What follows belongs to an exercise in optimizing a design on an open flow for a short achievable clock period and few clock cycles per item; a production flow would make more cautious choices. In this exercise RTL edits were held to simulation tests only and were not proved equivalent to the original. No activity file was given, so power comes from the tool's default toggle rates.

== alpha ==
==> flow/design.v (excerpt) <==
module pipelineCpu (
	input  logic           CLK,
	input  logic           RST,
	output cpuPkg::wordT   imemAddr,
	input  cpuPkg::wordT   imemData,
	output cpuPkg::wordT   dmemAddr,
	output cpuPkg::wordT   dmemWData,
	output logic           dmemRead,
	output logic           dmemWrite,
	input  cpuPkg::wordT   dmemRData,
	output logic           wbValid,
	output cpuPkg::regIdxT wbReg,
	output cpuPkg::wordT   wbData
);
	logic [15:0] pc;
	logic [2:0]  liReg;
	logic [7:0]  liImm;
	logic [1:0]  bpCtr [16];
	logic        fdValid;
	logic [15:0] fdInstr;
	logic [15:0] fdPcInc;
	logic [7:0]  fdJrTarget;
	logic        fdPredT;
	logic [3:0]  fdBpIdx;
	logic [15:0] fdRxVal;
	logic [15:0] fdRyVal;
	logic        fdRxZero;
	logic        fdPUseRx;
	logic        fdPUseRy;
	logic        fdPRegWrite;
	logic [2:0]  fdPDest;
	logic        fdPIsLi;
	logic        fdPCondNz;
	logic        fdPBnez;
	logic [15:0] fdNegImm;
	logic        fdRxHitE;
	logic        fdRxHitM;
	logic        fdRyHitE;
	logic        deRegWrite;
	logic        deIsLoad;
	logic        deIsStore;
	logic        deIsCond;
	logic        deBpUpd;
	logic        deIsJr;
	logic        deOpAdd;
	logic        deOpSub;
	logic        deOpAnd;
	logic        deOpOr;
	logic        deOpSlt;
	logic        deFwdAEm;
	logic        deFwdAMw;
	logic        deFwdBEm;
	logic        deFwdBMw;
	logic        deFwdSEm;
	logic        deFwdSMw;
	logic        deBeqz;
	logic        deBwd;
	logic        dePredT;
	logic [3:0]  deBpIdx;
	logic [15:0] deAVal;
	logic [15:0] deBVal;
	logic [15:0] deSVal;
	logic [2:0]  deDest;
	logic [15:0] deTarget;
	logic [15:0] deAltPc;
	logic        emRegWrite;
	logic        emIsLoad;
	logic        emIsStore;
	logic [15:0] emResult;
	logic        emZeroQ;
	logic [15:0] emAddr;
	logic        emSelLoad;
	logic [15:0] emStoreData;
  ...
For scale: ~26000 sq um of cells after synthesis.
Settings: LEC_CHECK=0, CAP_MARGIN=20, CORE_MARGIN=2, CORE_UTILIZATION=40, SETUP_SLACK_MARGIN=3.8, SLEW_MARGIN=20; clock period 6.2 ns.
standard.sh (not shown) runs the stock make flow with config.mk's settings and CLKGATE_MAP_FILE= SYNTH_SCRIPT=/design/flow/synth_recipe.tcl, a recipe that flattens the netlist after the stock synthesis.
==> flow/flow/run.sh <==
#!/bin/bash
# Standard layout, except that the combinational logic of the standard synthesis is
# mapped again by ABC with a delay-driven script before floorplanning. The standard
# synthesis's registers (cells and instance names) are kept as they are.
set -euo pipefail
W=$(pwd)
F=$W/flow
R=$W/orfs/results/$FLOW_PLATFORM/pipelineCpu/base
LIB=$FLOW_HOME/platforms/$FLOW_PLATFORM/lib/sky130_fd_sc_hd__tt_025C_1v80.lib
YOSYS=$(command -v yosys || true)
if [[ -z "$YOSYS" ]]; then YOSYS=$FLOW_HOME/../tools/install/yosys/bin/yosys; fi

# 1. the standard synthesis
bash standard.sh synth > $W/log_1_synth.txt 2>&1
cp $R/1_2_yosys.v $W/standard_synth.v

# 2. map the combinational logic again; registers stay as instances
SEQ=$(tr '\n' ' ' < $F/seqcells.txt)
DU=$(cat $F/dontuse.txt $F/resyn_avoid.txt | sed "s/^/-dont_use /" | tr "\n" " ")
printf 'set_driving_cell sky130_fd_sc_hd__buf_1\nset_load 5\n' > $W/resyn.constr
cat > $W/resyn.ys <<EOY
read_liberty -ignore_miss_func $LIB
setattr -mod -set keep_hierarchy 1 $SEQ
read_verilog $W/standard_synth.v
hierarchy -top $FLOW_TOP
flatten
opt_clean -purge
abc -script $F/resyn.abc -liberty $LIB $DU -constr $W/resyn.constr
opt_clean -purge
hilomap -singleton -hicell sky130_fd_sc_hd__conb_1 HI -locell sky130_fd_sc_hd__conb_1 LO
insbuf -buf sky130_fd_sc_hd__buf_4 A X
rename -hide w:*.*
opt_clean -purge
select $FLOW_TOP
write_verilog -noattr -nohex -nodec -selected $W/resyn.v
EOY
$YOSYS -l $W/log_2_resynth.txt -q $W/resyn.ys > /dev/null 2>&1

# the registers must be the standard synthesis's, instance for instance
regs() { grep -E '^ *sky130_fd_sc_hd__[a-z0-9_]+ ' "$1" | awk '{print $1, $2}' | grep -F -w -f $F/seqcells.txt | sort; }
if ! diff <(regs $W/standard_synth.v) <(regs $W/resyn.v) > $W/log_regdiff.txt; then
  echo "registers differ after remapping" >&2
  exit 1
fi
cp $W/resyn.v $R/1_2_yosys.v
touch $R/1_2_yosys.v

# 3. the rest of the standard layout
bash standard.sh > $W/log_3_layout.txt 2>&1
test -f $W/out/final.def
Other scripts of this flow, unchanged in this note and not shown: flow/flow/dontuse.txt, flow/flow/resyn.abc, flow/flow/resyn_avoid.txt, flow/flow/seqcells.txt
Testbench counts of alpha, summed over its fixed seeds: cycles 10,564, instrs 10,210.
--- input diff alpha..beta ---
--- a/flow/design.v
+++ b/flow/design.v
@@ -204,26 +204,26 @@
 	logic        fIsB;
 	logic        fIsCond;
 	logic        fIsJr;
 	logic        fIsLi;
 	logic        fJrHit;
 	logic        fFlip;
 	logic        fPredT;
 	logic [15:0] pcInc;
 	logic [15:0] fTarget8;
 	logic [15:0] fTarget11;
 	logic [15:0] fTarget;
 	logic [15:0] nextPc;
-	logic [15:0] pcOutN;
-	assign imemAddr = ~pcOutN;
+	logic [15:0] pcOut;
+	assign imemAddr = pcOut;
 	assign pcInc = pc + 16'd1;
 	assign fOp = imemData[15:11];
 	assign fIsB = fOp == 5'd12;
 	assign fIsCond = fOp == 5'd10 || fOp == 5'd11;
 	assign fIsJr = fOp == 5'd13;
 	assign fIsLi = fOp == 5'd7;
 	assign fJrHit = fIsJr && imemData[10:8] == liReg;
 	assign fFlip = bpCtr[pc[3:0]][1];
 	assign fPredT = fIsB || (fIsCond && (imemData[7] ^ fFlip)) || fJrHit;
 	logic [8:0]  lo8;
 	logic [11:0] lo11;
 	logic [7:0]  hi8Up;
@@ -255,33 +255,34 @@
 	end
 	assign fTarget8 = {hi8, lo8[7:0]};
 	assign fTarget11 = {hi5, lo11[10:0]};
 	assign fTarget = fIsB ? fTarget11 : (fIsJr ? {8'h00, liImm} : fTarget8);
 	assign basePc = redirect ? redirPc : (dRedirect ? dRedirPc : (stall ? pc : pcInc));
 	assign takePred = fPredT && !redirect && !dRedirect && !stall;
 	assign nextPc = takePred ? fTarget : basePc;
 	always_ff @(posedge CLK or negedge RST)
 	begin
 		if (!RST)
 		begin
 			pc <= '0;
-			pcOutN <= 16'hffff;
+			pcOut <= '0;
 			liReg <= '0;
 			liImm <= '0;
 			fdValid <= 1'b0;
 		end
 		else
 		begin
-			pc <= nextPc;
-			pcOutN <= ~nextPc;
+			if (redirect || !stall)
+				pc <= nextPc;
+			pcOut <= nextPc;
 			if (fIsLi)
 			begin
 				liReg <= imemData[10:8];
 				liImm <= imemData[7:0];
 			end
 			if (redirect || dRedirect)
 				fdValid <= 1'b0;
 			else if (!stall)
 				fdValid <= 1'b1;
 		end
 	end
 	logic [2:0]  fRx;
==> results.txt <==
Every stage of the flow completed for beta, and the final layout passed the timing, DRC and antenna checks. beta and alpha ended up with roughly the same fraction of area in registers. Note that the worst voltage drop across the vdd grid recorded for alpha amounts to 1.10 times the value seen in beta. NOTE wire length alpha->beta increased slightly. First-pass GRT wire length came out higher on beta than on alpha. Summary of beta over alpha: net total in the final layout shrank by 18; power consumed by sequential cells now sits at about the same level; slack of the worst reg-to-reg path decreased by 110 ps relative to the old numbers; highest cell delay on the worst timing path went down by 20 ps. From alpha to beta the numbers moved as follows: worst hold slack flat; die area down 740 sq um. Setup slack: beta less than alpha. Compared with alpha, beta shows total power that has gone up by a few percent. Comparing beta and alpha, the higher wire length per cell after detailed routing was measured on beta.
Testbench counts of beta, summed over its fixed seeds: cycles 10,564, instrs 10,210.


Setup of job 2076:
Another version of the RTL of pipelineCpu (not shown whole).
Size: about 100 I/O pins, about 25000 um2 of cells after synthesis.
==> flow/design.v (excerpt) <==
module pipelineCpu (
	input  logic           CLK,
	input  logic           RST,
	output cpuPkg::wordT   imemAddr,
	input  cpuPkg::wordT   imemData,
	output cpuPkg::wordT   dmemAddr,
	output cpuPkg::wordT   dmemWData,
	output logic           dmemRead,
	output logic           dmemWrite,
	input  cpuPkg::wordT   dmemRData,
	output logic           wbValid,
	output cpuPkg::regIdxT wbReg,
	output cpuPkg::wordT   wbData
);
==> flow/config.mk <==
export PLATFORM = sky130hd
export DESIGN_NAME = pipelineCpu
export DESIGN_NICKNAME = pipelineCpu
export VERILOG_FILES = /design/flow/design.v
export SDC_FILE = /design/flow/constraint.sdc
export NUM_CORES = 4
export LEC_CHECK = 0
export CAP_MARGIN = 20
export CORE_MARGIN = 2
export CORE_UTILIZATION = 40
export SETUP_SLACK_MARGIN = 3.8
export SLEW_MARGIN = 20
==> flow/constraint.sdc <==
create_clock -name core_clock -period 6.2 [get_ports {CLK}]
set_input_delay 1.2400 -clock core_clock [delete_from_list [all_inputs] [get_ports {CLK}]]
set_output_delay 1.2400 -clock core_clock [all_outputs]
set_load 0.01 [all_outputs]
==> flow/flow/run.sh <==
#!/bin/bash
# Standard layout, except that the combinational logic of the standard synthesis is
# mapped again by ABC with a delay-driven script before floorplanning. The standard
# synthesis's registers (cells and instance names) are kept as they are.
set -euo pipefail
W=$(pwd)
F=$W/flow
R=$W/orfs/results/$FLOW_PLATFORM/pipelineCpu/base
LIB=$FLOW_HOME/platforms/$FLOW_PLATFORM/lib/sky130_fd_sc_hd__tt_025C_1v80.lib
YOSYS=$(command -v yosys || true)
if [[ -z "$YOSYS" ]]; then YOSYS=$FLOW_HOME/../tools/install/yosys/bin/yosys; fi

# 1. the standard synthesis
bash standard.sh synth > $W/log_1_synth.txt 2>&1
cp $R/1_2_yosys.v $W/standard_synth.v

# 2. map the combinational logic again; registers stay as instances
SEQ=$(tr '\n' ' ' < $F/seqcells.txt)
DU=$(sed 's/^/-dont_use /' $F/dontuse.txt | tr '\n' ' ')
printf 'set_driving_cell sky130_fd_sc_hd__buf_1\nset_load 5\n' > $W/resyn.constr
cat > $W/resyn.ys <<EOY
read_liberty -ignore_miss_func $LIB
setattr -mod -set keep_hierarchy 1 $SEQ
read_verilog $W/standard_synth.v
hierarchy -top $FLOW_TOP
flatten
opt_clean -purge
abc -script $F/resyn.abc -liberty $LIB $DU -constr $W/resyn.constr
opt_clean -purge
hilomap -singleton -hicell sky130_fd_sc_hd__conb_1 HI -locell sky130_fd_sc_hd__conb_1 LO
insbuf -buf sky130_fd_sc_hd__buf_4 A X
rename -hide w:*.*
opt_clean -purge
select $FLOW_TOP
write_verilog -noattr -nohex -nodec -selected $W/resyn.v
EOY
$YOSYS -l $W/log_2_resynth.txt -q $W/resyn.ys > /dev/null 2>&1

# the registers must be the standard synthesis's, instance for instance
regs() { grep -E '^ *sky130_fd_sc_hd__(df|edf|sdf|dl)[a-z0-9_]* ' "$1" | awk '{print $1, $2}' | sort; }
if ! diff <(regs $W/standard_synth.v) <(regs $W/resyn.v) > $W/log_regdiff.txt; then
  echo "registers differ after remapping" >&2
  exit 1
fi
cp $W/resyn.v $R/1_2_yosys.v
touch $R/1_2_yosys.v

# 3. the rest of the standard layout
bash standard.sh > $W/log_3_layout.txt 2>&1
test -f $W/out/final.def
Other scripts of this flow, unchanged in this note and not shown: flow/flow/dontuse.txt, flow/flow/resyn.abc, flow/flow/seqcells.txt
Testbench counts of job 2076, summed over its fixed seeds: cycles 10,364, instrs 10,210.
Input changes introduced in job 7272 (baseline for comparison: job 2076):
diff --git a/flow/design.v b/flow/design.v
--- a/flow/design.v
+++ b/flow/design.v
@@ -201,16 +201,17 @@
 	assign pcInc = pc + 16'd1;
 	assign fOp = imemData[15:11];
 	assign fIsB = fOp == 5'd12;
 	assign fIsCond = fOp == 5'd10 || fOp == 5'd11;
 	assign fIsJr = fOp == 5'd13;
 	assign fIsLi = fOp == 5'd7;
 	assign fJrHit = fIsJr && imemData[10:8] == liReg;
 	assign fFlip = bpCtr[pc[3:0]][1];
+	assign fPredT = fIsB || (fIsCond && (imemData[7] ^ fFlip)) || fJrHit;
 	logic [8:0]  lo8;
 	logic [11:0] lo11;
 	logic [7:0]  hi8Up;
 	logic [7:0]  hi8Down;
 	logic [4:0]  hi5Up;
 	logic [4:0]  hi5Down;
 	logic [7:0]  hi8;
 	logic [4:0]  hi5;
@@ -352,36 +353,16 @@
 	assign dEmHit = emRegWrite && emDest == dRx;
 	assign dCanResolve = dIsCondNz &&
 		(dRxEm ? (deIsAddImm && !deFwdAEm && !deFwdAMw) : !(dEmHit && emSelLoad));
 	logic        emZero;
 	logic        dRxZero;
 	assign emZero = emResult == 16'd0;
 	assign dRxZero = (mwRegWrite && mwDest == dRx) ? mwZero : fdRxZero;
 	assign dZero = dRxEm ? exResZero : (dEmHit ? emZero : dRxZero);
-	logic [2:0]  fRxB;
-	logic        fHitD;
-	logic        fHitE;
-	logic        fHitM;
-	logic        fHitW;
-	logic        fKnown;
-	logic        fZero;
-	logic        dResZero;
-	logic        dResKnown;
-	assign fRxB = imemData[10:8];
-	assign fHitD = dRegWrite && dDest == fRxB;
-	assign fHitE = deRegWrite && deDest == fRxB;
-	assign fHitM = emRegWrite && emDest == fRxB;
-	assign fHitW = mwRegWrite && mwDest == fRxB;
-	assign dResKnown = dIsLi || (dOp == 5'd6 && !dRxEm && !dRxMw);
-	assign dResZero = dIsLi ? (fdInstr[7:0] == 8'd0) : (dRxVal == -dImm);
-	assign fKnown = fHitD ? dResKnown : (!fHitE && !(fHitM && emSelLoad));
-	assign fZero = fHitD ? dResZero : (fHitM ? emZero : (fHitW ? mwZero : regZero[fRxB]));
-	assign fPredT = fIsB || fJrHit ||
-		(fIsCond && (fKnown ? (imemData[11] ? !fZero : fZero) : (imemData[7] ^ fFlip)));
 	assign dActualT = fdInstr[11] ? !dZero : dZero;
 	assign dRedirect = dCanResolve && (dActualT != fdPredT) && !redirect;
 	assign dRedirPc = fdPredT ? fdPcInc : dTarget;
 	assign stall = deIsLoad && ((dUseRx && dRx == deDest) || (dUseRy && dRy == deDest));
 	always_ff @(posedge CLK or negedge RST)
 	begin
 		if (!RST)
 		begin
### Flow results
Looking at endpoint of the most critical setup path, the pc[6] result is from job 7272; the pc[10] one comes from job 2076. Origin of the worst setup path: fdInstr[11] -> job 7272, fdInstr[13] -> job 2076. Any difference in clock network area share between job 2076 and job 7272 is small enough to ignore. Compared with job 2076, job 7272 shows a minimum setup slack among reg-to-reg paths that is 0.51 ns higher. Comparing job 7272 and job 2076, the lower synthesis-to-finish area growth was measured on job 7272. Comparing job 7272 and job 2076, the lower shortest period the worst path allows was measured on job 7272. Per the comparison of job 7272 with job 2076, worst setup slack after layout rose by 0.51 ns; proportion of cell area occupied by multi-input gates fell by 0.23 points; number of antenna violations at the first check in global routing rose by 1. Job 7272 vs. job 2076: worst-case hold slack did not really move, design area roughly the same, maximum frequency picked up an extra about 18%, footprint of the multi-input gates down 0.65%, layout buffering overhead excluding clock cells grew by 0.48 points.
Testbench counts of job 7272, summed over its fixed seeds: cycles 10,564, instrs 10,210.

## afterwards: timing with drivers on the ports
No port has a modelled driver above. Below, the same layouts with a new extraction and two added sets of constraints.
Step 1 (the two cells are an assumption about what drives the block):
set clk [get_ports {CLK}]
set_driving_cell -lib_cell sky130_fd_sc_hd__clkbuf_16 $clk
set_driving_cell -lib_cell sky130_fd_sc_hd__buf_2 [delete_from_list [all_inputs] $clk]
Step 2 adds t to the input delays and takes it off the output delays; t is the mean of the earliest and latest rising clock arrival at the registers after step 1. Input paths then give back, and output paths get back, about the clock's delay inside the block.
Three values: ideal ports, drivers, drivers and shift; two values: the first two.
run | shift t [ns] | setup WS [ns] | worst data-port slew with drivers (ns)
alpha | 0.691 | 3.568 / 3.444 / 2.753 | 0.19
beta | 0.689 | 3.448 / 3.473 / 2.784 | 0.06
job 2076 | 0.690 | 2.864 / 2.864 / 2.348 | 0.05
job 7272 | 0.689 | 3.379 / 3.379 / 2.789 | 0.06
After both steps setup and hold are still met in every run listed. For alpha, which loses most, drivers alone change the setup slack by -0.124 ns; drivers and shift together by -0.815 ns.
